Background: an optimization exercise with open tools, aiming at small area, a short achievable clock period and few clock cycles per item. Do not read the settings as production practice.
Only simulation tests tie the RTL to the original design; equivalence was not proved.
Power is estimated from default activity; no workload was simulated.

$ cat config.mk
export PLATFORM = sky130hd
export DESIGN_NAME = instr_mem_pipe
export DESIGN_NICKNAME = instr_mem_pipe
export VERILOG_FILES = /design/flow/design.v
export SDC_FILE = /design/flow/constraint.sdc
export NUM_CORES = 4
export LEC_CHECK = 0
export ABC_CLOCK_PERIOD_IN_PS = 2000
export CAP_MARGIN = 20
export CORE_MARGIN = 2
export CORE_UTILIZATION = 42
export CTS_CLUSTER_DIAMETER = 90
export CTS_CLUSTER_SIZE = 24
export SETUP_SLACK_MARGIN = 1.3
export SLEW_MARGIN = 20
$ cat constraint.sdc
create_clock -name core_clock -period 3.5 [get_ports {clk}]
set_input_delay 0.7000 -clock core_clock [delete_from_list [all_inputs] [get_ports {clk}]]
set_output_delay 0.7000 -clock core_clock [all_outputs]
set_load 0.01 [all_outputs]
$ cat design.v
module instr_mem_pipe #(
    parameter int                DATA_W = 32,
    parameter int                DEPTH  = 64,
    parameter int                ADDR_W = 32,
    parameter logic [DATA_W-1:0] FILL   = 32'h0000_0013
) (
    input  logic              clk,
    input  logic              reset_n,
    input  logic              req_valid,
    output logic              req_ready,
    input  logic [ADDR_W-1:0] req_addr,
    output logic              resp_valid,
    input  logic              resp_ready,
    output logic [DATA_W-1:0] resp_data,
    output logic              resp_fault,
    input  logic              wr_en,
    input  logic [ADDR_W-1:0] wr_addr,
    input  logic [DATA_W-1:0] wr_data,
    output logic              busy
);
    localparam int BYTES = DATA_W / 8;
    localparam int OFF   = $clog2(BYTES);
    localparam int IDX_W = $clog2(DEPTH);
    localparam int NGRP  = 4;                   
    localparam int GRP_W = $clog2(NGRP);
    localparam int GSIZE = DEPTH / NGRP;        
    localparam int LOW_W = IDX_W - GRP_W;
    localparam logic [ADDR_W:0] LIMIT = (ADDR_W + 1)'(DEPTH * BYTES);
    logic              r_run;        
    logic              r_busy;       
    logic              r_ready;      
    logic [DATA_W-1:0] r_mem [DEPTH];
    logic              r_a_valid;
    logic [DATA_W-1:0] r_a_word [NGRP];
    logic [NGRP-1:0]   r_a_gsel;     
    logic              r_a_bad;
    logic              r_s_valid;
    logic [DATA_W-1:0] r_s_data;
    logic              r_s_fault;
    logic              r_resp_valid;
    logic [DATA_W-1:0] r_resp_data;
    logic              r_resp_fault;
    logic              w_req_ok;
    logic [IDX_W-1:0]  w_req_idx;
    logic              w_wr_ok;
    logic [IDX_W-1:0]  w_wr_idx;
    logic              w_out_free;
    logic              w_a_free;
    logic              w_req_ready;
    logic              w_accept;
    logic [GSIZE-1:0]  w_lo_sel;
    logic [DATA_W-1:0] w_cand [NGRP];
    logic [DATA_W-1:0] w_a_data;
    logic [DATA_W-1:0] w_wdata;
    logic [DEPTH-1:0]  w_we;
    logic              w_a_move;
    logic              w_a_valid_nxt;
    logic              w_s_valid_nxt;
    logic              w_b_valid_nxt;
    function automatic logic addr_ok(input logic [ADDR_W-1:0] a);
        addr_ok = (a[OFF-1:0] == '0) && ({1'b0, a} < LIMIT);
    endfunction
    always_comb begin
        w_req_ok  = addr_ok(req_addr);
        w_req_idx = req_addr[OFF+IDX_W-1:OFF];
        w_wr_ok   = addr_ok(wr_addr);
        w_wr_idx  = wr_addr[OFF+IDX_W-1:OFF];
    end
    always_comb begin
        w_out_free  = !r_resp_valid || resp_ready;
        w_a_move    = r_a_valid && (w_out_free || !r_s_valid);
        w_a_free    = !r_a_valid || w_a_move;
        w_req_ready = r_ready;
        w_accept    = req_valid && w_req_ready;
        w_a_valid_nxt = w_accept || (r_a_valid && !w_a_move);
        if (w_out_free) begin
            w_b_valid_nxt = r_s_valid || r_a_valid;
            w_s_valid_nxt = r_s_valid && r_a_valid;
        end else begin
            w_b_valid_nxt = 1'b1;
            w_s_valid_nxt = r_s_valid || r_a_valid;
        end
    end
    always_ff @(posedge clk or negedge reset_n) begin
        if (!reset_n) begin
            r_run        <= 1'b0;
            r_busy       <= 1'b1;
            r_ready      <= 1'b0;
            r_a_valid    <= 1'b0;
            r_s_valid    <= 1'b0;
            r_resp_valid <= 1'b0;
        end else begin
            r_run        <= 1'b1;
            r_busy       <= 1'b0;
            r_ready      <= !(w_a_valid_nxt && w_s_valid_nxt && w_b_valid_nxt);
            r_a_valid    <= w_a_valid_nxt;
            r_s_valid    <= w_s_valid_nxt;
            r_resp_valid <= w_b_valid_nxt;
        end
    end
    always_comb begin
        w_wdata = (wr_data & {DATA_W{r_run}}) | (FILL & {DATA_W{!r_run}});
        for (int i = 0; i < DEPTH; i++) begin
            w_we[i] = !r_run || (wr_en && w_wr_ok && w_wr_idx == IDX_W'(i));
        end
    end
    always_ff @(posedge clk) begin
        for (int i = 0; i < DEPTH; i++) begin
            if (w_we[i]) begin
                r_mem[i] <= w_wdata;
            end
        end
    end
    always_comb begin
        for (int j = 0; j < GSIZE; j++) begin
            w_lo_sel[j] = (w_req_idx[LOW_W-1:0] == LOW_W'(j));
        end
        for (int g = 0; g < NGRP; g++) begin
            w_cand[g] = '0;
            for (int j = 0; j < GSIZE; j++) begin
                w_cand[g] = w_cand[g] | (r_mem[g*GSIZE+j] & {DATA_W{w_lo_sel[j]}});
            end
        end
    end
    always_ff @(posedge clk) begin
        if (w_a_free) begin
            for (int g = 0; g < NGRP; g++) begin
                r_a_word[g] <= w_cand[g];
                r_a_gsel[g] <= w_req_ok && (w_req_idx[IDX_W-1:LOW_W] == GRP_W'(g));
            end
            r_a_bad <= !w_req_ok;
        end
    end
    always_comb begin
        w_a_data = FILL & {DATA_W{r_a_bad}};
        for (int g = 0; g < NGRP; g++) begin
            w_a_data = w_a_data | (r_a_word[g] & {DATA_W{r_a_gsel[g]}});
        end
    end
    always_ff @(posedge clk) begin
        if (w_out_free) begin
            if (r_s_valid) begin
                r_resp_data  <= r_s_data;
                r_resp_fault <= r_s_fault;
            end else begin
                r_resp_data  <= w_a_data;
                r_resp_fault <= r_a_bad;
            end
        end
    end
    always_ff @(posedge clk) begin
        if (w_out_free || !r_s_valid) begin
            r_s_data  <= w_a_data;
            r_s_fault <= r_a_bad;
        end
    end
    always_comb begin
        req_ready  = w_req_ready;
        resp_valid = r_resp_valid;
        resp_data  = r_resp_data;
        resp_fault = r_resp_fault;
        busy       = r_busy;
    end
endmodule
$ cat flow/run.sh
#!/bin/bash
# The standard ORFS layout, with the port buffers made from buf_4 instead of
# the default cell (a slow delay buffer on sky130hd). Every input and output
# port still gets its own buffer. ORFS's full output goes to orfs_flow.log.
set -euo pipefail
export BUFFER_PORTS_ARGS="-buffer_cell sky130_fd_sc_hd__buf_4"
bash standard.sh finish > orfs_flow.log 2>&1
$ cat standard.sh
#!/bin/bash
# synth_recipe.tcl (not shown) runs the flow's synth.tcl, then flattens the netlist and writes it again
# the make line also repeats each setting of config.mk as NAME=value (left out here)
make -C /OpenROAD-flow-scripts/flow DESIGN_CONFIG=/design/flow/config.mk WORK_HOME=/design/flow/orfs CLKGATE_MAP_FILE= SYNTH_SCRIPT=/design/flow/synth_recipe.tcl "${@:-finish}"
==> results.cfg, run 1 <==
[sta]
skew_ns = 0.0494
tightest_slew_ns = 1.13
fmax_mhz = 436
rsz0062_at_grt = true
hold_violations = 0
setup_viol = 0
tns_ns = 0
min_period_ns = 2.29
post-route-period-util_pct = 65.5
slew_viol_final = 0
slew-limit-headroom_pct = 25.0

[detailed_routing]
wl_per_cell_um = 34.2
drc = 0
viasPerCell = 6.32
drt-pass1-iter-count = 6
routed_wirelength_mm = 246
via_count = 45496
final_antenna_net_count = 1
drtIter0Drc = 6878

[pwr]
ir_drop_mv = 0.411
pwr-share-comb_pct = 9.0
power_density_mw_per_mm2 = 562
sw_frac_of_total_pct = 23.8
switching_power_mw = 12.3
seq_power_share_pct = 64.8
leakage_nw = 29.4
clock_power_share_pct = 26.2
p_int_mw = 39.5

[cells_and_area]
ff_latch_area_mm2 = 0.0676
layout-drive-gt1-share_pct = 15.1
multiInputGateArea_mm2 = 0.0140
syn_to_final_growth_pct = 12.6
fin_area_mm2 = 0.0923
fillers = 15932
nets = 4725

[critical_path]
end_kind = register
critPathKind = in -> reg
max_stage_delay_ns = 0.48
worstPathRequired_ns = 4.03
slowest_stage = or3_1
cp-start-kind = input pin
cp_max_fo = 19
crit_path_frequent_cell = buf_4
path_cells = buf_8 > nor4bb_4 > buf_4 > buf_4 > clkbuf_16 > a22oi_1 > nand4_1 > or3_1
r2r_cells = 6
arrival_ns = 2.82

[run]
maxCapViolations = 0

[placed_design]
routabilityCongestion = 0.863
port-buffer-count = 136
dpl.hpwl_mm = 146
place_area_mm2 = 0.0890

[cts]
clock_latency_ns = 0.78
cts_buffer_depth = 3
cts-root-buf = clkbuf_16
clock-sinks = 2253
cts_buffers = 105
cts_tree = built
path_clk_slew_ns = 0.09
htree_num_levels = 3

[die]
rows = 162
start_util_pct = 42.1
die-area_mm2 = 0.199
pin_count = 137
coreArea_mm2 = 0.194
die-width_um = 446
die-height_um = 446

[yosys]
synth_edf_count = 2247
ys.flop_type = edfxtp_1
synth_nets = 4517
netlist_area_mm2 = 0.0819
ys_ff_latch = 2253
avgSynthCellArea_um2 = 18.6
synth-seq-area-share_pct = 82.5
synth.distinct_cells = 37
synth_warnings = 4
ys_async_sr_fraction_pct = 0.266
synthCells = 4416

[outcome]
so_faults = antenna rules
status = complete, but fails checks

[global_route]
grt_remaining_overflow = 0
grt.total_usage_pct = 23.9
grt_max_degree = 73
grt_pass1_wl_mm = 335
grt_antenna_before_repair = 19
grt_pass1_vias = 42947

[hold_path]
worstHoldPathCells = 3
min_path_type = in -> reg
-- stage by stage --
step | utilization, % | cells | hold slack (ns) | setup slack, ns | power (mW)
3_3_place_gp | 45.8 | 7037 | 0.514 | 0.0644 | 38.6
2_1_floorplan | - | 4416 | 0.404 | 0.396 | 35.8
4_1_cts | 47.4 | 7177 | 0.136 | 1.20 | 51.9
3_5_place_dp | 45.8 | 7037 | 0.511 | 0.0561 | 38.7
5_1_grt | 47.5 | 7189 | 0.185 | 1.12 | 53.2
6_report | 47.5 | 7199 | 0.185 | 1.21 | 51.8
-- registers in the layout, indices dropped and copies added, names as in the netlist --
| name | cells |
|---|---|
| r_resp_valid | 1 |
| r_a_valid | 1 |
| r_a_bad | 1 |
| r_resp_data | 32 |
| r_run | 1 |
| r_s_data | 32 |
| r_resp_fault | 1 |
| r_s_fault | 1 |
| r_a_gsel | 4 |
| r_mem | 2048 |
| r_s_valid | 1 |
| r_ready | 1 |
| r_a_word | 128 |
| r_busy | 1 |
-- final timing paths --
kind                                   from               to  slack, ns
worst max-delay path            req_addr[2]  r_a_word[1][14]       1.21
worst min-delay path              req_valid        r_a_valid       0.19
worst max register to register  r_a_gsel[2]   r_resp_data[4]       1.23
worst min register to register      r_ready        r_a_valid       0.53
max in group asynchronous           reset_n           r_busy       3.02
min in group asynchronous           reset_n          r_ready       0.28
-- cells by family (layout without fill, tap and decap cells) --
group,after synthesis,in the layout,synth area share (%)
compound gates,1411,1411,12.3
buf+inv,316,541,1.68
flops,2253,2253,82.5
mux,33,33,0.454
other cells,2,14,0.00917
simple gates,401,405,2.97
-- area by class of cell --
type / count / share of cell area [%]
Tap cell: 2542 / 3.45
Inverter: 2 / 0.0108
Clock inverter: 11 / 0.106
Timing Repair Buffer: 411 / 5.04
Antenna cell: 12 / 0.0325
Clock buffer: 117 / 2.92
Multi-Input combinational cell: 1851 / 15.1
Sequential cell: 2253 / 73.3
-- cells in the mapped netlist, types with 2 or more instances --
cell      count  area, um2
nand2b_1      5       31.3
and2_1       31        194
buf_6         2       22.5
a22oi_1    1082       8120
or4_4         2       22.5
buf_2       141        706
a21oi_1       4       20.0
nor2b_1       9       56.3
edfxtp_1   2247      67500
nand3_1       8       40.0
nand4_1     130        813
clkbuf_1    155        582
buf_1        16       60.1
o22ai_1     256       1600
conb_1        2       7.51
inv_1         2       7.51
nor4b_1       5       43.8
dfrtp_1       5        125
o21ai_0      51        255
nand4b_2      2       30.0
nand2_1      49        184
nor4_1       12       75.1
o21ai_1      14       70.1
nor2_1        9       33.8
mux2_2       33        372
or3_1       130        813
and4bb_2      2       25.0
a222oi_1      3       30.0
-- cell usage in the layout, fill, tap and decap left out, types with 5 or more instances in the layout --
cell	netlist	routed
or3_1	130	130
nand2_1	49	45
nand3_1	8	7
and2_4	0	16
buf_12	0	115
o22ai_1	256	256
buf_4	0	272
edfxtp_1	2247	2247
nand4_1	130	130
clkbuf_1	155	11
mux2_2	33	33
a22oi_1	1082	1070
clkbuf_16	0	108
nor2_1	9	7
a22oi_2	0	12
and2_2	0	15
diode_2	0	12
o21ai_4	0	64
buf_6	2	18
nor4_1	12	11
nor2b_4	0	5
-- power groups by stage --
stage | clock [mW] | combinational, mW | sequential, mW
5_1_grt | 14.5 | 4.85 | 33.8
4_1_cts | 13.7 | 4.62 | 33.6
2_1_floorplan | 0 | 2.16 | 33.7
3_3_place_gp | 0 | 4.46 | 34.1
3_5_place_dp | 0 | 4.54 | 34.2
6_report | 13.6 | 4.65 | 33.6
-- metal layers --
metal	wire, um	track usage (%)	up-vias	part of all wire (%)
met4	9340	8.54	2	3.8
li1	-	-	18978	-
met5	170	0	-	0.069
met2	117000	38.3	2386	48
met3	22300	3.49	265	9.1
met1	96700	33.3	23865	39
-- worst max-delay path, delay by kind of cell --
kind	cells	cell delay (ns)
simple gates	3	1.04
buf+inv	4	0.72
compound gates	1	0.32
-- repair_timing --
item | 4_1_cts | 5_1_grt
endpoints found under the hold margin | 6 | 0
endpoints found under the setup margin | 557 | 888
resized for setup | 36 | 16
pin swaps | 6 | 9
hold buffers | 1 | 0
buffers inserted | 10 | 5
cloned | 1 | 5
Testbench counts, summed over its fixed seeds: cycles 12,536, items 12,000.
==> run 2: changes to the inputs <==
--- a/config.mk
+++ b/config.mk
@@ -11,5 +11,5 @@
 export CORE_UTILIZATION = 42
 export CTS_CLUSTER_DIAMETER = 90
 export CTS_CLUSTER_SIZE = 24
-export SETUP_SLACK_MARGIN = 1.3
+export SETUP_SLACK_MARGIN = 1.5
 export SLEW_MARGIN = 20
==> results.cfg, run 2 <==
[detailed_routing]
viasPerCell = 6.51
drtIter0Drc = 8115
wl_per_cell_um = 36.5
drt-pass1-iter-count = 9
drc = 0
via_count = 48488
final_antenna_net_count = 0
routed_wirelength_mm = 272

[critical_path]
worstPathRequired_ns = 4.02
end_kind = register
critPathKind = reg -> reg
cp_max_fo = 5
cp-start-kind = register
arrival_ns = 2.77

[cts]
cts_tree = built
htree_num_levels = 3
cts_buffers = 105
clock-sinks = 2253
clock_latency_ns = 0.79
path_clk_slew_ns = 0.09
cts_buffer_depth = 3
cts-root-buf = clkbuf_16

[sta]
slew-limit-headroom_pct = 23.1
tightest_slew_ns = 1.15
whs_ns = 0.180
slew_viol_final = 0
hold_violations = 0
skew_ns = 0.0509
rsz0062_at_grt = true
min_period_ns = 2.25
tns_ns = 0
setup_viol = 0
fmax_mhz = 445
post-route-period-util_pct = 64.2

[yosys]
synth_warnings = 4
yosysMostFrequentCell = edfxtp_1
synth-simple-area-share_pct = 2.97
ys.flop_type = edfxtp_1
synth_mux_area_share_pct = 0.454
ys_ff_latch = 2253
synth_top_area_share_pct = 82.4
synth_top_area_cell = edfxtp_1
synth-seq-area-share_pct = 82.5
synth_xor_area_share_pct = 0
synth_adder_area_share_pct = 0
avgSynthCellArea_um2 = 18.6
synth_nets = 4517
netlist_area_mm2 = 0.0819
synthCells = 4416
ys_async_sr_fraction_pct = 0.266
synth_compound_area_share_pct = 12.3
synth_edf_count = 2247
synthTopCellsByCount = edfxtp_1, a22oi_1, o22ai_1
synth_top_family_by_area = compound AO/OA/AOI/OAI gates
synth.distinct_cells = 37
ys_top_cells_by_area = edfxtp_1, a22oi_1, o22ai_1

[global_route]
grt_pass1_wl_mm = 351
grt_antenna_before_repair = 18
grt_remaining_overflow = 0
grt_max_degree = 73
grt.total_usage_pct = 25.2
grt_pass1_vias = 44057

[die]
die-width_um = 446
rows = 162
die-height_um = 446
coreArea_mm2 = 0.194
start_util_pct = 42.1
pin_count = 137
die-area_mm2 = 0.199

[pwr]
leakage_nw = 32.1
power_density_mw_per_mm2 = 540
ir_drop_mv = 0.401
power_mw = 53.0

[cells_and_area]
layout.cells.non_filler = 7451
layout_top_registers = r_mem (2048), r_a_word (128)
syn_to_final_growth_pct = 19.8
layout-drive-gt1-share_pct = 20.6
nets = 4981
multiInputGateArea_mm2 = 0.0143
ff_latch_area_mm2 = 0.0676
largest-register = r_mem
fillers = 15292
final_core_util_pct = 50.5
final_common_cell = edfxtp_1
largest_reg_flops = 2048
layout_common_cells = edfxtp_1, a22oi_1, o22ai_1

[run]
maxCapViolations = 0

[placed_design]
port-buffer-count = 136
dp_cells = 7037
dpl.hpwl_mm = 146
routabilityCongestion = 0.863

[hold_path]
min_path_type = in -> reg

[outcome]
status = complete, no violations
## run 2: cell counts after synthesis
No cell type changed its count.
## run 2: final cells by class
cell class / instances / area share, %
Clock inverter: 11 / 0.0994
Clock buffer: 117 / 2.74
Antenna cell: 8 / 0.0204
Inverter: 2 / 0.0102
Tap cell: 2542 / 3.24
Sequential cell: 2253 / 68.9
Timing Repair Buffer: 661 / 10.4
Multi-Input combinational cell: 1857 / 14.6
## run 2: kinds of logic after synthesis
family	after synthesis
other	2
buffers and inverters	316
and+or+nand+nor	401
AOI/OAI and AO/OA	1411
DFF	2253
muxes	33
## run 2: metrics by stage
step | instance area (um2) | setup slack (ns)
2_1_floorplan | 82500 | 0.396
4_1_cts | 94900 | 1.33
6_report | 98200 | 1.25
3_3_place_gp | 89000 | 0.0644
3_5_place_dp | 89000 | 0.0561
5_1_grt | 98100 | 1.21
## run 2: layer usage
layer  wire length, um  vias to the layer above  GRT usage (%)
li1                  -                    19588              -
met1            101000                    25194           35.3
met2            128000                     3283           39.9
met3             30000                      421           3.59
met4             12700                        2           10.4
met5                17                        -              0
## run 2: power breakdown
group          total (mW)  switching [mW]  internal [mW]
combinational        5.69            3.55           2.14
sequential           33.7            1.13           32.5
clock                13.7            8.18           5.51
## run 2: final timing paths
kind	start	to	slack (ns)	cells after the start
hold reg to reg	r_ready	r_a_valid	0.55	2
hold / removal	req_valid	r_a_valid	0.18	3
setup / recovery	r_a_gsel[1]	r_resp_data[4]	1.25	5
setup reg to reg	r_a_gsel[1]	r_resp_data[4]	1.25	5
max in group asynchronous	reset_n	r_busy	3.02	2
min in group asynchronous	reset_n	r_ready	0.28	2
## run 2: worst max-delay path, cell delays in order, from the launching register on
cell      delay (ns)
edfxtp_1        0.40
buf_6           0.16
a222oi_1        0.85
nand2_1         0.15
buf_6           0.19
mux2_2          0.25
## run 2: repair_timing
item,in CTS,in global routing
endpoints found under the setup margin,3174,2247
buffers inserted,71,50
gates resized for setup,208,130
endpoints found under the hold margin,6,0
hold buffers,1,0
pin swaps,40,65
gates cloned,59,97
==> run 3: changes to the inputs <==
--- a/design.v
+++ b/design.v
@@ -27,7 +27,7 @@
     localparam int LOW_W = IDX_W - GRP_W;
     localparam logic [ADDR_W:0] LIMIT = (ADDR_W + 1)'(DEPTH * BYTES);
     logic              r_run;        
-    logic              r_busy;       
+    logic              r_idle;       
     logic              r_ready;      
     logic [DATA_W-1:0] r_mem [DEPTH];
     logic              r_a_valid;
@@ -84,15 +84,15 @@
     always_ff @(posedge clk or negedge reset_n) begin
         if (!reset_n) begin
             r_run        <= 1'b0;
-            r_busy       <= 1'b1;
+            r_idle       <= 1'b0;
             r_ready      <= 1'b0;
             r_a_valid    <= 1'b0;
             r_s_valid    <= 1'b0;
             r_resp_valid <= 1'b0;
         end else begin
             r_run        <= 1'b1;
-            r_busy       <= 1'b0;
-            r_ready      <= !(w_a_valid_nxt && w_s_valid_nxt && w_b_valid_nxt);
+            r_idle       <= r_run;
+            r_ready      <= r_run && !(w_a_valid_nxt && w_s_valid_nxt && w_b_valid_nxt);
             r_a_valid    <= w_a_valid_nxt;
             r_s_valid    <= w_s_valid_nxt;
             r_resp_valid <= w_b_valid_nxt;
@@ -101,7 +101,8 @@
     always_comb begin
         w_wdata = (wr_data & {DATA_W{r_run}}) | (FILL & {DATA_W{!r_run}});
         for (int i = 0; i < DEPTH; i++) begin
-            w_we[i] = !r_run || (wr_en && w_wr_ok && w_wr_idx == IDX_W'(i));
+            w_we[i] = !r_run ||
+                      (r_idle && wr_en && w_wr_ok && w_wr_idx == IDX_W'(i));
         end
     end
     always_ff @(posedge clk) begin
@@ -159,6 +160,6 @@
         resp_valid = r_resp_valid;
         resp_data  = r_resp_data;
         resp_fault = r_resp_fault;
-        busy       = r_busy;
+        busy       = !r_idle;
     end
 endmodule
--- a/config.mk
+++ b/config.mk
@@ -11,5 +11,5 @@
 export CORE_UTILIZATION = 42
 export CTS_CLUSTER_DIAMETER = 90
 export CTS_CLUSTER_SIZE = 24
-export SETUP_SLACK_MARGIN = 1.5
+export SETUP_SLACK_MARGIN = 1.3
 export SLEW_MARGIN = 20
==> results.cfg, run 3 <==
[sta]
post-route-period-util_pct = 65.6
setup_slack_ns = 1.21
tns_ns = 0
slew_viol_final = 0
skew_ns = 0.0440
slew-limit-headroom_pct = 23.1
tightest_slew_ns = 1.15
whs_ns = 0.170
rsz0062_at_grt = true
hold_violations = 0
fmax_mhz = 436
setup_viol = 0
min_period_ns = 2.29

[yosys]
synth.distinct_cells = 38
netlist_area_mm2 = 0.0820
avgSynthCellArea_um2 = 18.6
synth_nets = 4518
ys_top_cells_by_area = edfxtp_1, a22oi_1, o22ai_1
ys_async_sr_fraction_pct = 0.266
synth_warnings = 4
synth_top_area_cell = edfxtp_1
ys.flop_type = edfxtp_1
synthTopCellsByCount = edfxtp_1, a22oi_1, o22ai_1
yosysMostFrequentCell = edfxtp_1
synthCells = 4417
ys_ff_latch = 2253
synth_edf_count = 2247
synth-seq-area-share_pct = 82.5
synth_top_area_share_pct = 82.3

[detailed_routing]
via_count = 47633
final_antenna_net_count = 0
drc = 0
wl_met3_mm = 26.7
drtIter0Drc = 7932
viasPerCell = 6.45
wl_per_cell_um = 35.2
routedLengthMet1_mm = 100
wl_met2_mm = 122
routed_wirelength_mm = 260
drt-pass1-iter-count = 6
top_layer = met5

[die]
coreArea_mm2 = 0.194
die-area_mm2 = 0.199
start_util_pct = 42.2
die-width_um = 446
rows = 162
pin_count = 137
die-height_um = 446

[critical_path]
end_kind = register
cp-start-kind = register
worst-path-buf-inv = 6
cp_max_fo = 16
arrival_ns = 2.80
path_cells = nor4bb_4 > and4_4 > buf_12 > buf_8 > nand2_8 > buf_12 > buf_6 > o21ai_4 > buf_12 > clkbuf_16
crit_path_frequent_cell = buf_12
worstPathRequired_ns = 4.01
critPathKind = reg -> reg
max_stage_delay_ns = 0.36
slowest_stage = dfrtp_1
crit_family = buffers and inverters

[cts]
cts-root-buf = clkbuf_16
cts_buffer_depth = 3
htree_num_levels = 3
clock-sinks = 2253
clock_latency_ns = 0.80
path_clk_slew_ns = 0.09
cts_tree = built
cts_buffers = 106

[pwr]
clock_power_share_pct = 27.1
power_density_mw_per_mm2 = 529
leakage_nw = 31.6
ir_drop_mv = 0.430
p_int_mw = 39.3
sw_frac_of_total_pct = 23.2
seq_power_share_pct = 64.4
switching_power_mw = 11.8
pwr-share-comb_pct = 8.5

[outcome]
status = complete, no violations

[cells_and_area]
fillers = 15483
largest-register = r_mem
syn_to_final_growth_pct = 18.0
nets = 4916
final_common_cell = edfxtp_1
layout_common_cells = edfxtp_1, a22oi_1, buf_4
fin_area_mm2 = 0.0967
layout.cells.non_filler = 7384
layout-drive-gt1-share_pct = 18.9
layout_top_registers = r_mem (2048), r_a_word (128)
largest_reg_flops = 2048

[global_route]
grt_antenna_before_repair = 10
grt_pass1_vias = 43642
grt_remaining_overflow = 0
grt_pass1_wl_mm = 340
grt_max_degree = 116
grt.total_usage_pct = 24.0

[placed_design]
port-buffer-count = 136
place_area_mm2 = 0.0891
dp_cells = 7033
dp_slack_ns = 0.259
routabilityCongestion = 0.933
dpl.hpwl_mm = 142

[run]
maxCapViolations = 0

[hold_path]
min_path_type = in -> reg
[run 3: power groups by stage]
stage	Clock (mW)	Combinational, mW	Sequential [mW]
after floorplan	0	1.78	33.1
after global placement	0	3.58	33.4
after detailed placement	0	3.64	33.5
after CTS	14.0	3.81	32.9
after global routing	14.8	4.50	33.1
final	13.9	4.35	32.9
[run 3: path summary, 6_finish.rpt]
kind	startpoint	depth (start not counted)	to	slack (ns)
worst max register to register	r_idle	10	r_mem[58][28]	1.21
max in group asynchronous	reset_n	2	r_run	3.10
worst max-delay path	r_idle	10	r_mem[58][28]	1.21
worst min-delay path	req_valid	3	r_a_valid	0.17
min in group asynchronous	reset_n	2	r_resp_valid	0.27
worst min register to register	r_ready	2	r_a_valid	0.54
[run 3: kinds of logic after synthesis]
kind of cell | after synthesis | share of synthesized area [%]
buffers and inverters | 318 | 1.68
adder cells (fa/ha/maj) | 1 | 0.0122
flip-flops | 2253 | 82.5
AND/OR/NAND/NOR | 400 | 2.97
other | 1 | 0.00457
AO/OA/AOI/OAI | 1411 | 12.4
multiplexers | 33 | 0.453
[run 3: final cells by class]
class	instances	area [um2]	share of cell area, %
Clock buffer	119	2770	2.86
Tap cell	2542	3180	3.29
Clock inverter	12	161	0.167
Timing Repair Buffer	601	8850	9.15
Inverter	4	15.0	0.0155
Sequential cell	2253	67600	69.9
Multi-Input combinational cell	1849	14100	14.6
Antenna cell	4	10.0	0.0103
[run 3: worst reg2reg max path, delay by kind of cell (launching register included)]
| kind | cells | cell delay (ns) |
|---|---|---|
| buf+inv | 6 | 0.92 |
| compound gates | 1 | 0.17 |
| simple gates | 3 | 0.59 |
| flops | 1 | 0.36 |
[run 3: per-stage QoR]
| step | total power [mW] | util, % |
|---|---|---|
| floorplan | 34.9 | - |
| global placement | 37.0 | 45.9 |
| detailed placement | 37.1 | 45.9 |
| CTS | 50.7 | 48.1 |
| global route | 52.4 | 49.8 |
| finish | 51.1 | 49.8 |
[run 3: per-layer routing]
| metal | track usage, % | vias up |
|---|---|---|
| met1 | 34.1 | 25011 |
| li1 | - | 19417 |
| met4 | 8.91 | 2 |
| met5 | 0 | - |
| met3 | 3.69 | 345 |
| met2 | 37.7 | 2858 |
[run 3: timing repair]
action,in CTS,in global routing
endpoints found under the hold margin,6,0
gates resized for setup,70,101
setup buffers,51,47
cloned,21,96
pin swaps,14,20
hold buffers,1,0
setup endpoints to repair,2308,1574
Testbench counts of run 3, summed over its fixed seeds: cycles 12,544, items 12,000.
==> run 4: changes to the inputs <==
--- a/design.v
+++ b/design.v
@@ -27,7 +27,7 @@
     localparam int LOW_W = IDX_W - GRP_W;
     localparam logic [ADDR_W:0] LIMIT = (ADDR_W + 1)'(DEPTH * BYTES);
     logic              r_run;        
-    logic              r_idle;       
+    logic              r_busy;       
     logic              r_ready;      
     logic [DATA_W-1:0] r_mem [DEPTH];
     logic              r_a_valid;
@@ -84,15 +84,15 @@
     always_ff @(posedge clk or negedge reset_n) begin
         if (!reset_n) begin
             r_run        <= 1'b0;
-            r_idle       <= 1'b0;
+            r_busy       <= 1'b1;
             r_ready      <= 1'b0;
             r_a_valid    <= 1'b0;
             r_s_valid    <= 1'b0;
             r_resp_valid <= 1'b0;
         end else begin
             r_run        <= 1'b1;
-            r_idle       <= r_run;
-            r_ready      <= r_run && !(w_a_valid_nxt && w_s_valid_nxt && w_b_valid_nxt);
+            r_busy       <= 1'b0;
+            r_ready      <= !(w_a_valid_nxt && w_s_valid_nxt && w_b_valid_nxt);
             r_a_valid    <= w_a_valid_nxt;
             r_s_valid    <= w_s_valid_nxt;
             r_resp_valid <= w_b_valid_nxt;
@@ -101,8 +101,7 @@
     always_comb begin
         w_wdata = (wr_data & {DATA_W{r_run}}) | (FILL & {DATA_W{!r_run}});
         for (int i = 0; i < DEPTH; i++) begin
-            w_we[i] = !r_run ||
-                      (r_idle && wr_en && w_wr_ok && w_wr_idx == IDX_W'(i));
+            w_we[i] = !r_run || (wr_en && w_wr_ok && w_wr_idx == IDX_W'(i));
         end
     end
     always_ff @(posedge clk) begin
@@ -160,6 +159,6 @@
         resp_valid = r_resp_valid;
         resp_data  = r_resp_data;
         resp_fault = r_resp_fault;
-        busy       = !r_idle;
+        busy       = r_busy;
     end
 endmodule
==> flow/run.sh (replaced) <==
#!/bin/bash
# The standard ORFS layout, with the port buffers made from buf_4 instead of
# the default cell (a slow delay buffer on sky130hd). Every input and output
# port still gets its own buffer. If the routed layout is left with an
# antenna violation, routing is redone with another detailed-router seed
# (up to twice). Each make run's full output goes to its own log file here.
set -euo pipefail
export BUFFER_PORTS_ARGS="-buffer_cell sky130_fd_sc_hd__buf_4"
bash standard.sh finish > orfs_flow.log 2>&1
ant=orfs/reports/${FLOW_PLATFORM:-sky130hd}/instr_mem_pipe/base/drt_antennas.log
for try in 1 2; do
  if [[ -f $ant ]] && grep -q VIOLATED "$ant"; then
    cp "$ant" "antennas_before_reroute_$try.log"
    export OR_SEED=$((try * 17))
    bash standard.sh clean_route clean_finish finish > "orfs_reroute_$try.log" 2>&1
  fi
done
--- a/config.mk
+++ b/config.mk
@@ -8,7 +8,7 @@
 export ABC_CLOCK_PERIOD_IN_PS = 2000
 export CAP_MARGIN = 20
 export CORE_MARGIN = 2
-export CORE_UTILIZATION = 42
+export CORE_UTILIZATION = 47
 export CTS_CLUSTER_DIAMETER = 90
 export CTS_CLUSTER_SIZE = 24
 export SETUP_SLACK_MARGIN = 1.3
==> results.cfg, run 4 <==
[yosys]
synthCells = 4416
ys_top_cells_by_area = edfxtp_1, a22oi_1, o22ai_1
yosysMostFrequentCell = edfxtp_1
synth_top_area_cell = edfxtp_1
synth.distinct_cells = 37
synth-seq-area-share_pct = 82.5
synthTopCellsByCount = edfxtp_1, a22oi_1, o22ai_1
ys_async_sr_fraction_pct = 0.266
netlist_area_mm2 = 0.0819
synth_edf_count = 2247
avgSynthCellArea_um2 = 18.6
ys_ff_latch = 2253
synth_nets = 4517
synth_top_area_share_pct = 82.4
ys.flop_type = edfxtp_1
synth_warnings = 4

[detailed_routing]
wl_met3_mm = 26.1
drtIter0Drc = 7750
drc = 0
top_layer = met5
routedLengthMet1_mm = 99.3
routed_wirelength_mm = 252
viasPerCell = 6.55
final_antenna_net_count = 0
via_count = 46037
drt-pass1-iter-count = 8
wl_met2_mm = 117
wl_per_cell_um = 35.9

[placed_design]
dp_cells = 6842
port-buffer-count = 136
dpl.hpwl_mm = 153
routabilityCongestion = 0.879

[critical_path]
arrival_ns = 2.88
cp_max_fo = 12
crit_end = r_resp_data[17]
path_cells = buf_4 > a22oi_1 > nand2_1 > mux2_2
r2r_cells = 4
worst-path-buf-inv = 1
r2r_slack_ns = 1.15
max_stage_delay_ns = 0.81
critPathKind = reg -> reg
worstPathRequired_ns = 4.03
crit_start = r_a_gsel[2]
r2r-start = r_a_gsel[2]
crit_family = compound AO/OA/AOI/OAI gates
cp-start-kind = register
slowest_stage = a22oi_1
end_kind = register
r2r-end = r_resp_data[17]
cp_num_cells = 4

[pwr]
leakage_nw = 29.8
ir_drop_mv = 0.498
power_density_mw_per_mm2 = 564

[global_route]
grt_pass1_wl_mm = 343
grt_pass1_vias = 43058
grt_max_degree = 81
grt.total_usage_pct = 27.5
grt_remaining_overflow = 0
grt_antenna_before_repair = 29

[die]
pin_count = 137
die-height_um = 422
start_util_pct = 47.2
rows = 153
die-width_um = 422
die-area_mm2 = 0.178
coreArea_mm2 = 0.173

[outcome]
status = complete, no violations

[sta]
rsz0062_at_grt = true
post-route-period-util_pct = 67.2
hold_violations = 0
min_period_ns = 2.35
skew_ns = 0.0544
setup_viol = 0
tightest_slew_ns = 1.15
fmax_mhz = 425
slew-limit-headroom_pct = 23.4
tns_ns = 0
slew_viol_final = 0

[cts]
cts_buffer_depth = 3
path_clk_slew_ns = 0.10
clock-sinks = 2253
clock_latency_ns = 0.78
cts_tree = built
cts-root-buf = clkbuf_16
cts_buffers = 105
htree_num_levels = 3

[cells_and_area]
layout-drive-gt1-share_pct = 15.8
layout.cells.non_filler = 7029
layout_common_cells = edfxtp_1, a22oi_1, buf_4
largest-register = r_mem
final_core_util_pct = 53.5
nets = 4760
syn_to_final_growth_pct = 13.2
final_common_cell = edfxtp_1
layout_top_registers = r_mem (2048), r_a_word (128)
largest_reg_flops = 2048

[hold_path]
min_path_type = in -> reg

[run]
maxCapViolations = 0
==> run 4: routing by layer <==
metal,vias up,track usage (%)
met2,2603,42.7
li1,19062,-
met1,24071,39.3
met5,-,0
met3,289,5.27
met4,12,9.43
==> run 4: cells by family (layout without fill, tap and decap cells) <==
family	count (synthesis)	after routing	synth area share, %
muxes	33	33	0.454
other	2	8	0.00917
AOI/OAI and AO/OA	1411	1411	12.3
and+or+nand+nor	401	405	2.97
DFF	2253	2253	82.5
buffers and inverters	316	594	1.68
==> run 4: cell type report <==
| type | instances | area (um2) |
|---|---|---|
| fillers | 13603 | 80700 |
| clock buffers | 131 | 2760 |
| flip-flops and latches | 2253 | 67600 |
| multi-input cells | 1851 | 14000 |
| clock inverters | 15 | 186 |
| well taps | 2325 | 2910 |
| repair buffers | 446 | 5260 |
| diodes | 6 | 15.0 |
| inverters | 2 | 7.51 |
==> run 4: power breakdown <==
| group | switching [mW] | leakage [nW] | internal, mW |
|---|---|---|---|
| Sequential | 1.04 | 21.7 | 32.5 |
| Combinational | 3.36 | 6.60 | 1.52 |
| Clock | 8.12 | 1.43 | 5.75 |
| Total | 12.5 | 29.8 | 39.8 |
==> run 4: repair_timing <==
item                                    4_1_cts  5_1_grt
resized for setup                            22       21
gates cloned                                  3       10
pin swaps                                     7       10
endpoints found under the setup margin     1226     1794
hold buffers                                  1        0
endpoints found under the hold margin         6        0
setup buffers                                10       11
==> run 4: worst register-to-register path, stage by stage, from the launching register on <==
cell and delay (ns):
edfxtp_1 0.38, buf_4 0.22, a22oi_1 0.82, nand2_1 0.34, mux2_2 0.36
==> run 4: worst min-delay path by stage <==
stage,from,end,depth (start not counted)
floorplan,reset_n,r_a_valid,0
finish,req_valid,r_a_valid,3
global route,req_valid,r_a_valid,3
detailed placement,r_s_data[3],r_resp_data[3],1
CTS,req_valid,r_a_valid,3
global placement,r_ready,r_a_valid,2
==> run 4: stage by stage <==
step           instance area (um2)  total power, mW  setup slack (ns)  hold slack [ns]
6_report                     92700             52.3              1.15            0.176
3_3_place_gp                 89100             38.7             0.237            0.511
4_1_cts                      92300             52.3              1.22            0.128
2_1_floorplan                82500             35.8             0.396            0.404
3_5_place_dp                 89100             38.9             0.271            0.532
5_1_grt                      92700             53.7              1.29            0.175
Testbench counts of run 4, summed over its fixed seeds: cycles 12,536, items 12,000.
==> run 5: changes to the inputs <==
--- a/config.mk
+++ b/config.mk
@@ -8,8 +8,9 @@
 export ABC_CLOCK_PERIOD_IN_PS = 2000
 export CAP_MARGIN = 20
 export CORE_MARGIN = 2
-export CORE_UTILIZATION = 47
+export CORE_UTILIZATION = 42
 export CTS_CLUSTER_DIAMETER = 90
 export CTS_CLUSTER_SIZE = 24
+export GPL_TIMING_DRIVEN = 0
 export SETUP_SLACK_MARGIN = 1.3
 export SLEW_MARGIN = 20
==> results.cfg, run 5 <==
[yosys]
synthCells = 4416
synthTopCellsByCount = edfxtp_1, a22oi_1, o22ai_1
ys_async_sr_fraction_pct = 0.266
netlist_area_mm2 = 0.0819
synth_nets = 4517
synth_warnings = 4
ys_ff_latch = 2253
synth_top_area_cell = edfxtp_1
ys.flop_type = edfxtp_1
ys_top_cells_by_area = edfxtp_1, a22oi_1, o22ai_1
yosysMostFrequentCell = edfxtp_1
synth-seq-area-share_pct = 82.5
synth_top_area_share_pct = 82.4
synth_edf_count = 2247
synth.distinct_cells = 37
avgSynthCellArea_um2 = 18.6

[cts]
cts_buffers = 105
cts_tree = built
path_clk_slew_ns = 0.08
cts-root-buf = clkbuf_16
htree_num_levels = 3
cts_buffer_depth = 3
clock-sinks = 2253
clock_latency_ns = 0.80

[placed_design]
dpl.hpwl_mm = 163
place_area_mm2 = 0.0904
port-buffer-count = 136
routabilityCongestion = 0.873
dp_cells = 7232
dp_slack_ns = -0.686

[global_route]
grt_antenna_before_repair = 27
grt_pass1_vias = 45643
grt_remaining_overflow = 0
grt.total_usage_pct = 24.9
grt_max_degree = 65
grt_pass1_wl_mm = 347

[critical_path]
worstPathRequired_ns = 3.96
crit_start = wr_addr[21]
cp_max_fo = 18
cp-start-kind = input pin
crit_end = r_mem[50][19]
r2r_cells = 5
end_kind = register
critPathKind = in -> reg
r2r-end = r_resp_data[4]
r2r-start = r_a_gsel[3]
r2r_slack_ns = 1.13
arrival_ns = 2.96

[sta]
fmax_mhz = 399
min_period_ns = 2.51
setup_viol = 0
slew_viol_final = 0
tightest_slew_ns = 0.869
post-route-period-util_pct = 71.6
setup_slack_ns = 0.995
hold_violations = 0
slew-limit-headroom_pct = 42.0
tns_ns = 0
rsz0062_at_grt = true
skew_ns = 0.0572
whs_ns = 0.199

[die]
die-width_um = 446
die-height_um = 446
coreArea_mm2 = 0.194
pin_count = 137
rows = 162
die-area_mm2 = 0.199
start_util_pct = 42.1

[run]
maxCapViolations = 0

[hold_path]
min_path_type = in -> reg

[cells_and_area]
layout-drive-gt1-share_pct = 23.5
final_common_cell = edfxtp_1
layout_common_cells = edfxtp_1, a22oi_1, o22ai_1
largest_reg_flops = 2048
layout_top_registers = r_mem (2048), r_a_word (128)
largest-register = r_mem
syn_to_final_growth_pct = 22.1
nets = 5287
fin_area_mm2 = 0.100
final_core_util_pct = 51.5
layout.cells.non_filler = 7767

[detailed_routing]
viasPerCell = 6.36
drc = 0
drtIter0Drc = 8203
routed_wirelength_mm = 269
via_count = 49393
drt-pass1-iter-count = 6
final_antenna_net_count = 0
wl_per_cell_um = 34.7

[pwr]
power_density_mw_per_mm2 = 532
power_mw = 53.2
leakage_nw = 33.6
ir_drop_mv = 0.474

[outcome]
status = complete, no violations
[run 5: cell count changes in the layout (fill, tap and decap cells not counted), sizes merged, moves of 2 or more]
cell and delta:
buf +302, bufinv -2, diode +12, clkbuf +209
clkinv -2
[run 5: logic make-up (layout without fill, tap and decap cells)]
kind of cell | count (synthesis) | after routing | share of synthesized area (%)
flops | 2253 | 2253 | 82.5
simple gates | 401 | 406 | 2.97
mux | 33 | 33 | 0.454
compound gates | 1411 | 1411 | 12.3
other cells | 2 | 20 | 0.00917
buf+inv | 316 | 1102 | 1.68
[run 5: cell type report]
cell class	instances	area [um2]
Fill cell	14974	94300
Sequential cell	2253	67600
Multi-Input combinational cell	1852	14000
Timing Repair Buffer	658	10600
Tap cell	2542	3180
Clock buffer	117	2720
Buffer	314	1740
Clock inverter	11	133
Antenna cell	18	45.0
Inverter	2	7.51
[run 5: critical path, stage by stage]
cell,delay (ns)
buf_6,0.09
or4_4,0.54
nor4_1,0.35
nand2_2,0.27
buf_4,0.32
o21ai_4,0.26
buf_16,0.22
buf_16,0.18
[run 5: how the worst min path moves through the flow]
stage | start | end | slack, ns | cells after the start
floorplan | reset_n | r_a_valid | 0.40 | 0
global placement | reset_n | r_resp_valid | 0.53 | 1
detailed placement | reset_n | r_resp_valid | 0.53 | 1
CTS | req_valid | r_a_valid | 0.16 | 3
global route | req_valid | r_a_valid | 0.20 | 3
finish | req_valid | r_a_valid | 0.20 | 3
[run 5: timing repair]
item / in CTS / in global routing
setup endpoints to repair: 3329 / 2307
gates resized for setup: 98 / 452
pin swaps: 54 / 61
endpoints found under the hold margin: 6 / 0
hold buffers: 1 / 0
gates cloned: 30 / 85
buffers inserted: 145 / 128
[run 5: layer usage]
metal / track usage (%) / vias to the layer above / part of all wire, %
met4: 13.7 / 8 / 6.1
met5: 0 / - / 0.021
met1: 33.1 / 25269 / 36
met2: 38.2 / 3273 / 46
met3: 5.41 / 660 / 11
li1: - / 20183 / -
[run 5: where the power goes]
part	internal, mW	switching, mW
clock network	5.57	8.16
registers	32.5	1.05
logic	2.25	3.66
==> run 6: changes to the inputs <==
==> flow/run.sh (replaced) <==
#!/bin/bash
# The standard ORFS layout, with the port buffers made from buf_4 instead of
# the default cell (a slow delay buffer on sky130hd). Every input and output
# port still gets its own buffer. If the routed layout is left with an
# antenna violation, the layout is redone from the floorplan with the core
# utilisation raised by one point (up to twice); synthesis is kept. Each
# make run's full output goes to its own log file here.
set -euo pipefail
export BUFFER_PORTS_ARGS="-buffer_cell sky130_fd_sc_hd__buf_4"
bash standard.sh finish > orfs_flow.log 2>&1
ant=orfs/reports/${FLOW_PLATFORM:-sky130hd}/instr_mem_pipe/base/drt_antennas.log
for util in 43 44; do
  if [[ -f $ant ]] && grep -q VIOLATED "$ant"; then
    cp "$ant" "antennas_before_util_$util.log"
    bash standard.sh clean_floorplan clean_place clean_cts clean_route clean_finish \
      CORE_UTILIZATION=$util finish > "orfs_flow_util_$util.log" 2>&1
  fi
done
--- a/config.mk
+++ b/config.mk
@@ -11,6 +11,5 @@
 export CORE_UTILIZATION = 42
 export CTS_CLUSTER_DIAMETER = 90
 export CTS_CLUSTER_SIZE = 24
-export GPL_TIMING_DRIVEN = 0
-export SETUP_SLACK_MARGIN = 1.3
+export SETUP_SLACK_MARGIN = 1.2
 export SLEW_MARGIN = 20
==> results.cfg, run 6 <==
[yosys]
yosysMostFrequentCell = edfxtp_1
avgSynthCellArea_um2 = 18.6
ys_ff_latch = 2253
synth-seq-area-share_pct = 82.5
synth_top_area_share_pct = 82.4
netlist_area_mm2 = 0.0819
synth_nets = 4517
synth_warnings = 4
ys_top_cells_by_area = edfxtp_1, a22oi_1, o22ai_1
synth_top_area_cell = edfxtp_1
ys.flop_type = edfxtp_1
synthCells = 4416
ys_async_sr_fraction_pct = 0.266
synth_edf_count = 2247
synth.distinct_cells = 37
synthTopCellsByCount = edfxtp_1, a22oi_1, o22ai_1

[die]
rows = 162
pin_count = 137
die-width_um = 446
coreArea_mm2 = 0.194
die-height_um = 446
die-area_mm2 = 0.199
start_util_pct = 42.1

[cells_and_area]
layout-drive-gt1-share_pct = 14.9
nets = 4710
syn_to_final_growth_pct = 12.4
multiInputGateArea_mm2 = 0.0139
layout_common_cells = edfxtp_1, a22oi_1, buf_4
largest_reg_flops = 2048
final_core_util_pct = 47.4
fillers = 15980
ff_latch_area_mm2 = 0.0676
layout_top_registers = r_mem (2048), r_a_word (128)
final_common_cell = edfxtp_1
largest-register = r_mem

[run]
maxCapViolations = 0

[sta]
fmax_mhz = 410
post-route-period-util_pct = 69.8
tns_ns = 0
slew-limit-headroom_pct = 26.5
rsz0062_at_grt = true
setup_viol = 0
skew_ns = 0.0559
min_period_ns = 2.44
slew_viol_final = 0
hold_violations = 0
tightest_slew_ns = 1.10

[critical_path]
cp-start-kind = input pin
arrival_ns = 2.96
end_kind = register
worst-path-buf-inv = 2
crit_family = simple AND/OR/NAND/NOR gates
worstPathRequired_ns = 4.02
path_cells = buf_4 > and4bb_4 > buf_4 > a22oi_1 > nand4_1 > or3_1
crit_path_frequent_cell = buf_4
max_stage_delay_ns = 0.52
critPathKind = in -> reg
cp_max_fo = 45
slowest_stage = and4bb_4

[detailed_routing]
drtIter0Drc = 7445
drt-pass1-iter-count = 10
via_count = 46016
routed_wirelength_mm = 248
viasPerCell = 6.41
wl_per_cell_um = 34.6
drc = 0
final_antenna_net_count = 0

[cts]
cts_tree = built
cts_buffer_depth = 3
cts-root-buf = clkbuf_16
cts_buffers = 105
htree_num_levels = 3
clock_latency_ns = 0.81
path_clk_slew_ns = 0.10
clock-sinks = 2253

[global_route]
grt_pass1_wl_mm = 342
grt_max_degree = 82
grt.total_usage_pct = 24.5
grt_antenna_before_repair = 33
grt_remaining_overflow = 0
grt_pass1_vias = 43005

[placed_design]
dpl.hpwl_mm = 152
routabilityCongestion = 0.969
port-buffer-count = 136

[pwr]
power_density_mw_per_mm2 = 565
leakage_nw = 29.3
ir_drop_mv = 0.417

[outcome]
status = complete, no violations

[hold_path]
min_path_type = in -> reg
==> run 6: kinds of logic (layout without fill, tap and decap cells) <==
logic type | Yosys count | in the layout | synth area share (%)
flip-flops | 2253 | 2253 | 82.5
AO/OA/AOI/OAI | 1411 | 1411 | 12.3
AND/OR/NAND/NOR | 401 | 401 | 2.97
buffers and inverters | 316 | 532 | 1.68
multiplexers | 33 | 33 | 0.454
other | 2 | 11 | 0.00917
==> run 6: per-layer routing <==
layer  track usage (%)  up-vias  part of all wire [%]
met5                 0        -                 0.016
met4              9.24        6                   3.9
met3              4.51      278                    11
met2              36.8     2679                    45
met1              35.6    24096                    40
li1                  -    18957                     -
==> run 6: worst min-delay path: stages <==
cell and delay [ns]:
buf_4 0.08, nand2_1 0.07, nand2_1 0.07
==> run 6: through the flow <==
| stage | setup WS [ns] | power [mW] | hold slack [ns] | instances | instance area, um2 |
|---|---|---|---|---|---|
| finish | 1.06 | 52.1 | 0.146 | 7183 | 92100 |
| floorplan | 0.396 | 35.8 | 0.404 | 4416 | 82500 |
| global placement | 0.0669 | 38.7 | 0.512 | 7036 | 89000 |
| global route | 1.09 | 53.4 | 0.153 | 7176 | 92000 |
| CTS | 1.20 | 52.1 | 0.0975 | 7174 | 92000 |
| detailed placement | 0.0533 | 38.8 | 0.515 | 7037 | 89000 |
==> run 6: area by class of cell <==
type                            count  share of cell area, %
Antenna cell                        9                 0.0245
Clock buffer                      117                   2.93
Clock inverter                     13                  0.182
Inverter                            2                0.00815
Multi-Input combinational cell   1847                   15.1
Sequential cell                  2253                   73.5
Tap cell                         2542                   3.45
Timing Repair Buffer              400                   4.81
==> run 6: path summary, 6_finish.rpt <==
check / from / end / slack, ns / depth (start not counted)
min in group asynchronous: reset_n / r_ready / 0.24 / 2
min reg2reg: r_ready / r_a_valid / 0.54 / 2
max reg2reg: r_a_gsel[0] / r_resp_data[16] / 1.09 / 4
max in group asynchronous: reset_n / r_busy / 3.06 / 2
max: req_addr[5] / r_a_word[1][7] / 1.06 / 6
min: req_valid / r_a_valid / 0.15 / 3
==> run 6: power by group <==
| group | switching [mW] | internal, mW | leakage [nW] | total [mW] |
|---|---|---|---|---|
| clock network | 8.12 | 5.61 | 1.40 | 13.7 |
| logic | 3.26 | 1.44 | 6.16 | 4.70 |
| registers | 1.11 | 32.5 | 21.7 | 33.6 |
| total | 12.5 | 39.6 | 29.3 | 52.1 |
==> run 6: timing repair <==
item,4_1_cts,5_1_grt
resized for setup,12,13
endpoints found under the hold margin,6,0
setup buffers,6,0
gates cloned,0,0
pin swaps,2,2
hold buffers,1,0
setup endpoints to repair,740,244
==> run 7: changes to the inputs <==
--- a/config.mk
+++ b/config.mk
@@ -11,5 +11,5 @@
 export CORE_UTILIZATION = 42
 export CTS_CLUSTER_DIAMETER = 90
 export CTS_CLUSTER_SIZE = 24
-export SETUP_SLACK_MARGIN = 1.2
+export SETUP_SLACK_MARGIN = 1.3
 export SLEW_MARGIN = 20
==> results.cfg, run 7 <==
[cts]
cts_buffer_depth = 3
path_clk_slew_ns = 0.09
clock_latency_ns = 0.78
cts-root-buf = clkbuf_16
cts_buffers = 103
clock-sinks = 2253
htree_num_levels = 3
cts_tree = built

[critical_path]
critPathKind = reg -> reg
cp_num_cells = 2
max_stage_delay_ns = 0.85
worst-path-buf-inv = 1
arrival_ns = 2.84
cp-start-kind = register
worstPathRequired_ns = 4.05
path_cells = and2_2 > buf_4
r2r_cells = 2
cp_max_fo = 34
crit_family = simple AND/OR/NAND/NOR gates
r2r_slack_ns = 1.22
end_kind = register
slowest_stage = and2_2

[detailed_routing]
drtIter0Drc = 6522
drt-pass1-iter-count = 5
routed_wirelength_mm = 242
wl_met2_mm = 115
routedLengthMet1_mm = 94.8
final_antenna_net_count = 0
top_layer = met5
drc = 0
viasPerCell = 6.37
wl_met3_mm = 21.6
via_count = 45664
wl_per_cell_um = 33.8

[die]
pin_count = 137
die-area_mm2 = 0.194
die-height_um = 440
die-width_um = 440
coreArea_mm2 = 0.190
rows = 160
start_util_pct = 43.2

[hold_path]
min_path_type = in -> reg
worstHoldPathCells = 3

[global_route]
grt_pass1_wl_mm = 336
grt.total_usage_pct = 24.4
grt_antenna_before_repair = 21
grt_remaining_overflow = 0
grt_max_degree = 78
grt_pass1_vias = 42944

[placed_design]
dpl.hpwl_mm = 144
dp_cells = 7018
place_area_mm2 = 0.0892
routabilityCongestion = 0.878
port-buffer-count = 136

[yosys]
synth_top_area_share_pct = 82.4
avgSynthCellArea_um2 = 18.6
ys_async_sr_fraction_pct = 0.266
synth_top_area_cell = edfxtp_1
synthCells = 4416
synth-seq-area-share_pct = 82.5
synth_nets = 4517
ys_top_cells_by_area = edfxtp_1, a22oi_1, o22ai_1
netlist_area_mm2 = 0.0819
synth.distinct_cells = 37
ys_ff_latch = 2253
synthTopCellsByCount = edfxtp_1, a22oi_1, o22ai_1
ys.flop_type = edfxtp_1
synth_edf_count = 2247
synth_warnings = 4
yosysMostFrequentCell = edfxtp_1

[sta]
skew_ns = 0.0305
rsz0062_at_grt = true
setup_viol = 0
whs_ns = 0.215
hold_violations = 0
tns_ns = 0
tightest_slew_ns = 1.13
post-route-period-util_pct = 65.3
fmax_mhz = 438
slew-limit-headroom_pct = 24.8
slew_viol_final = 0
min_period_ns = 2.28

[pwr]
power_mw = 51.7
power_density_mw_per_mm2 = 560
leakage_nw = 29.4
ir_drop_mv = 0.373

[cells_and_area]
fillers = 15488
largest-register = r_mem
layout_common_cells = edfxtp_1, a22oi_1, buf_4
fin_area_mm2 = 0.0923
final_common_cell = edfxtp_1
largest_reg_flops = 2048
layout.cells.non_filler = 7173
ff_latch_area_mm2 = 0.0676
nets = 4737
multiInputGateArea_mm2 = 0.0140
layout-drive-gt1-share_pct = 15.3
layout_top_registers = r_mem (2048), r_a_word (128)
syn_to_final_growth_pct = 12.7

[run]
maxCapViolations = 0

[outcome]
status = complete, no violations
==> run 7: cell counts after synthesis <==
No cell type changed its count.
==> run 7: stage by stage <==
| stage | worst slack (ns) | util [%] |
|---|---|---|
| after floorplan | 0.396 | - |
| after CTS | 1.23 | 48.5 |
| after global placement | 0.246 | 47.0 |
| final | 1.22 | 48.6 |
| after global routing | 1.16 | 48.6 |
| after detailed placement | 0.266 | 47.0 |
==> run 7: layout make-up <==
| cell class | count | area share (%) |
|---|---|---|
| antenna | 3 | 0.00813 |
| multi-input combinational | 1854 | 15.2 |
| tap | 2511 | 3.40 |
| timing repair buffer | 422 | 5.14 |
| sequential | 2253 | 73.3 |
| clock buffer | 124 | 2.92 |
| inverter | 2 | 0.00813 |
| clock inverter | 4 | 0.0461 |
==> run 7: final timing paths <==
kind / start / end
worst max-delay path: r_run / r_mem[49][29]
worst min-delay path: req_valid / r_a_valid
worst max register to register: r_run / r_mem[49][29]
worst min register to register: r_s_data[16] / r_resp_data[16]
max in group asynchronous: reset_n / r_busy
min in group asynchronous: reset_n / r_run
==> run 7: kinds of logic (layout without fill, tap and decap cells) <==
group                  after synthesis  in the layout  synth area share, %
DFF                               2253           2253                 82.5
AOI/OAI and AO/OA                 1411           1411                 12.3
and+or+nand+nor                    401            408                 2.97
buffers and inverters              316            552                 1.68
muxes                               33             33                0.454
other                                2              5              0.00917
==> run 7: metal layers <==
metal	vias to the layer above	track usage [%]
li1	19007	-
met1	23970	34.4
met4	4	9.73
met3	300	3.18
met2	2383	38.7
met5	-	0
==> run 7: repair_timing <==
action                                  CTS  global route
endpoints found under the setup margin   96           500
setup buffers                             8             8
pin swaps                                 4             3
endpoints found under the hold margin     6             0
cloned                                    4             3
hold buffers                              1             0
resized for setup                        15            14
==> run 7: where the power goes <==
group | leakage [nW] | internal [mW] | switching [mW] | total (mW)
Combinational | 6.33 | 1.49 | 3.18 | 4.67
Sequential | 21.7 | 32.5 | 1.04 | 33.6
Clock | 1.34 | 5.46 | 7.97 | 13.4
Total | 29.4 | 39.5 | 12.2 | 51.7
==> run 7: worst reg2reg max path: stages (launching register included) <==
cell and delay [ns]:
dfrtp_4 0.76, and2_2 0.85, buf_4 0.46
==> run 8: changes to the inputs <==
--- a/flow/run.sh
+++ b/flow/run.sh
@@ -9,7 +9,7 @@
 export BUFFER_PORTS_ARGS="-buffer_cell sky130_fd_sc_hd__buf_4"
 bash standard.sh finish > orfs_flow.log 2>&1
 ant=orfs/reports/${FLOW_PLATFORM:-sky130hd}/instr_mem_pipe/base/drt_antennas.log
-for util in 43 44; do
+for util in 44 45; do
   if [[ -f $ant ]] && grep -q VIOLATED "$ant"; then
     cp "$ant" "antennas_before_util_$util.log"
     bash standard.sh clean_floorplan clean_place clean_cts clean_route clean_finish \
--- a/config.mk
+++ b/config.mk
@@ -8,8 +8,8 @@
 export ABC_CLOCK_PERIOD_IN_PS = 2000
 export CAP_MARGIN = 20
 export CORE_MARGIN = 2
-export CORE_UTILIZATION = 42
+export CORE_UTILIZATION = 43
 export CTS_CLUSTER_DIAMETER = 90
 export CTS_CLUSTER_SIZE = 24
-export SETUP_SLACK_MARGIN = 1.3
+export SETUP_SLACK_MARGIN = 1.4
 export SLEW_MARGIN = 20
==> results.cfg, run 8 <==
[outcome]
status = complete, no violations

[critical_path]
cp-start-kind = input pin
cp_max_fo = 16
arrival_ns = 2.72
worst-path-buf-inv = 6
worstPathRequired_ns = 3.98
crit_family = buffers and inverters
max_stage_delay_ns = 0.55
path_cells = buf_6 > or4_4 > nor3_4 > buf_6 > nand4b_4 > buf_12 > buf_16 > o21ai_4 > buf_12 > clkbuf_16
end_kind = register
slowest_stage = or4_4
critPathKind = in -> reg

[cts]
cts_tree = built
cts_buffer_depth = 3
clock-sinks = 2253
htree_num_levels = 3
clock_latency_ns = 0.78
path_clk_slew_ns = 0.09
cts-root-buf = clkbuf_16
cts_buffers = 103

[sta]
min_period_ns = 2.24
setup_viol = 0
slew_viol_final = 0
skew_ns = 0.0317
fmax_mhz = 446
tightest_slew_ns = 1.11
rsz0062_at_grt = true
tns_ns = 0
post-route-period-util_pct = 64.1
hold_violations = 0
slew-limit-headroom_pct = 26.3

[detailed_routing]
final_antenna_net_count = 0
via_count = 46891
wl_per_cell_um = 35.1
drt-pass1-iter-count = 6
drc = 0
drtIter0Drc = 7183
routed_wirelength_mm = 256
viasPerCell = 6.42

[cells_and_area]
final_core_util_pct = 50.0
largest_reg_flops = 2048
fillers = 15219
syn_to_final_growth_pct = 15.9
largest-register = r_mem
nets = 4858
layout.cells.non_filler = 7302
layout_common_cells = edfxtp_1, a22oi_1, buf_4
fin_area_mm2 = 0.0950
final_common_cell = edfxtp_1
layout_top_registers = r_mem (2048), r_a_word (128)
layout-drive-gt1-share_pct = 17.6

[die]
start_util_pct = 43.2
pin_count = 137
die-height_um = 440
coreArea_mm2 = 0.190
rows = 160
die-width_um = 440
die-area_mm2 = 0.194

[global_route]
grt_antenna_before_repair = 21
grt.total_usage_pct = 24.5
grt_pass1_wl_mm = 337
grt_max_degree = 78
grt_pass1_vias = 43014
grt_remaining_overflow = 0

[yosys]
synth_warnings = 4
synth-seq-area-share_pct = 82.5
ys_top_cells_by_area = edfxtp_1, a22oi_1, o22ai_1
synth.distinct_cells = 37
synthTopCellsByCount = edfxtp_1, a22oi_1, o22ai_1
synth_top_area_share_pct = 82.4
ys_ff_latch = 2253
synth_top_area_cell = edfxtp_1
ys.flop_type = edfxtp_1
synthCells = 4416
yosysMostFrequentCell = edfxtp_1
netlist_area_mm2 = 0.0819
synth_edf_count = 2247
avgSynthCellArea_um2 = 18.6
ys_async_sr_fraction_pct = 0.266
synth_nets = 4517

[pwr]
power_mw = 52.1
power_density_mw_per_mm2 = 548
leakage_nw = 30.7
ir_drop_mv = 0.376

[run]
maxCapViolations = 0

[placed_design]
dpl.hpwl_mm = 144
port-buffer-count = 136
place_area_mm2 = 0.0892
routabilityCongestion = 0.878
dp_cells = 7018

[hold_path]
min_path_type = in -> reg
run 8: path summary, 6_finish.rpt:
check	from	to	slack, ns	depth (start not counted)
worst min-delay path	req_valid	r_a_valid	0.22	3
max in group asynchronous	reset_n	r_busy	3.01	2
worst min register to register	r_s_data[2]	r_resp_data[2]	0.54	1
min in group asynchronous	reset_n	r_ready	0.29	2
worst max register to register	r_run	r_mem[57][30]	1.27	2
worst max-delay path	wr_addr[16]	r_mem[39][25]	1.26	10
run 8: logic make-up after synthesis:
kind of cell | synth area share, %
AO/OA/AOI/OAI | 12.3
multiplexers | 0.454
flip-flops | 82.5
other | 0.00917
buffers and inverters | 1.68
AND/OR/NAND/NOR | 2.97
run 8: worst reg2reg max path, delay by kind of cell, from the launching register on:
| family | cells | cell delay, ns |
|---|---|---|
| flops | 1 | 0.72 |
| simple gates | 1 | 0.76 |
| buf+inv | 1 | 0.27 |
run 8: metal layers:
| metal | up-vias | share of wire [%] | wire [um] | track usage, % |
|---|---|---|---|---|
| met3 | 357 | 9.2 | 23600 | 3.45 |
| li1 | 19298 | - | - | - |
| met5 | - | 0.0090 | 23 | 0 |
| met2 | 2705 | 48 | 123000 | 38.9 |
| met4 | 4 | 4.9 | 12500 | 9.91 |
| met1 | 24527 | 38 | 97400 | 34.4 |
run 8: area by class of cell:
| class | count | area [um2] | share of cell area (%) |
|---|---|---|---|
| sequential | 2253 | 67600 | 71.2 |
| multi-input combinational | 1857 | 14100 | 14.9 |
| timing repair buffer | 540 | 7320 | 7.70 |
| tap | 2511 | 3140 | 3.31 |
| clock buffer | 124 | 2700 | 2.84 |
| clock inverter | 4 | 42.5 | 0.0448 |
| antenna | 11 | 27.5 | 0.0290 |
| inverter | 2 | 7.51 | 0.00790 |
run 8: power breakdown:
| group | internal, mW | switching [mW] | leakage (nW) |
|---|---|---|---|
| registers | 32.5 | 1.04 | 21.7 |
| clock network | 5.46 | 7.97 | 1.34 |
| logic | 1.74 | 3.36 | 7.65 |
| total | 39.7 | 12.4 | 30.7 |
run 8: stage by stage:
stage	hold WS [ns]	setup slack, ns
floorplan	0.404	0.396
global placement	0.510	0.246
detailed placement	0.511	0.266
CTS	0.170	1.23
global route	0.236	1.23
finish	0.217	1.26
run 8: timing repair:
| action | CTS | global route |
|---|---|---|
| endpoints found under the hold margin | 6 | 0 |
| buffers inserted | 16 | 50 |
| setup endpoints to repair | 997 | 2025 |
| cloned | 6 | 72 |
| pin swaps | 7 | 26 |
| hold buffers | 1 | 0 |
| gates resized for setup | 28 | 79 |

separate check: timing with driven ports:
How much do the figures lean on ideal ports? The routed layouts below were timed once more, with nothing changed but the port constraints. Step 1 (the two cells are an assumption about what drives the block):
set clk [get_ports {clk}]
set_driving_cell -lib_cell sky130_fd_sc_hd__clkbuf_16 $clk
set_driving_cell -lib_cell sky130_fd_sc_hd__buf_2 [delete_from_list [all_inputs] $clk]
Step 2 times the ports against the registers' clock, not the clock port: input delays grow and output delays shrink by t, the midpoint of the rising clock arrivals with the driver on. a / b / c = ideal / step 1 / step 2; a / b = the first two.
run	t, ns	slack for setup (ns)	hold slack, ns	slew at the worst register clock pin (ns)
run 1	0.844	1.208 / 1.232 / 0.406	0.185 / 0.130 / 0.528	0.10 / 0.10
run 2	0.852	1.253 / 1.253 / 0.459	0.180 / 0.119 / 0.551	0.10 / 0.10
run 3	0.865	1.206 / 1.206 / 0.414	0.170 / 0.121 / 0.540	0.10 / 0.10
run 4	0.843	1.149 / 1.149 / 0.467	0.176 / 0.119 / 0.551	0.10 / 0.10
run 5	0.859	0.995 / 1.047 / 0.188	0.199 / 0.137 / 0.552	0.11 / 0.11
run 6	0.864	1.058 / 1.095 / 0.253	0.146 / 0.090 / 0.540	0.10 / 0.10
run 7	0.851	1.215 / 1.215 / 0.447	0.215 / 0.160 / 0.547	0.10 / 0.10
run 8	0.850	1.257 / 1.266 / 0.461	0.217 / 0.159 / 0.544	0.10 / 0.10
The setup slack of run 5, which loses most, moves by +0.052 ns with the drivers and by -0.807 ns with both steps.
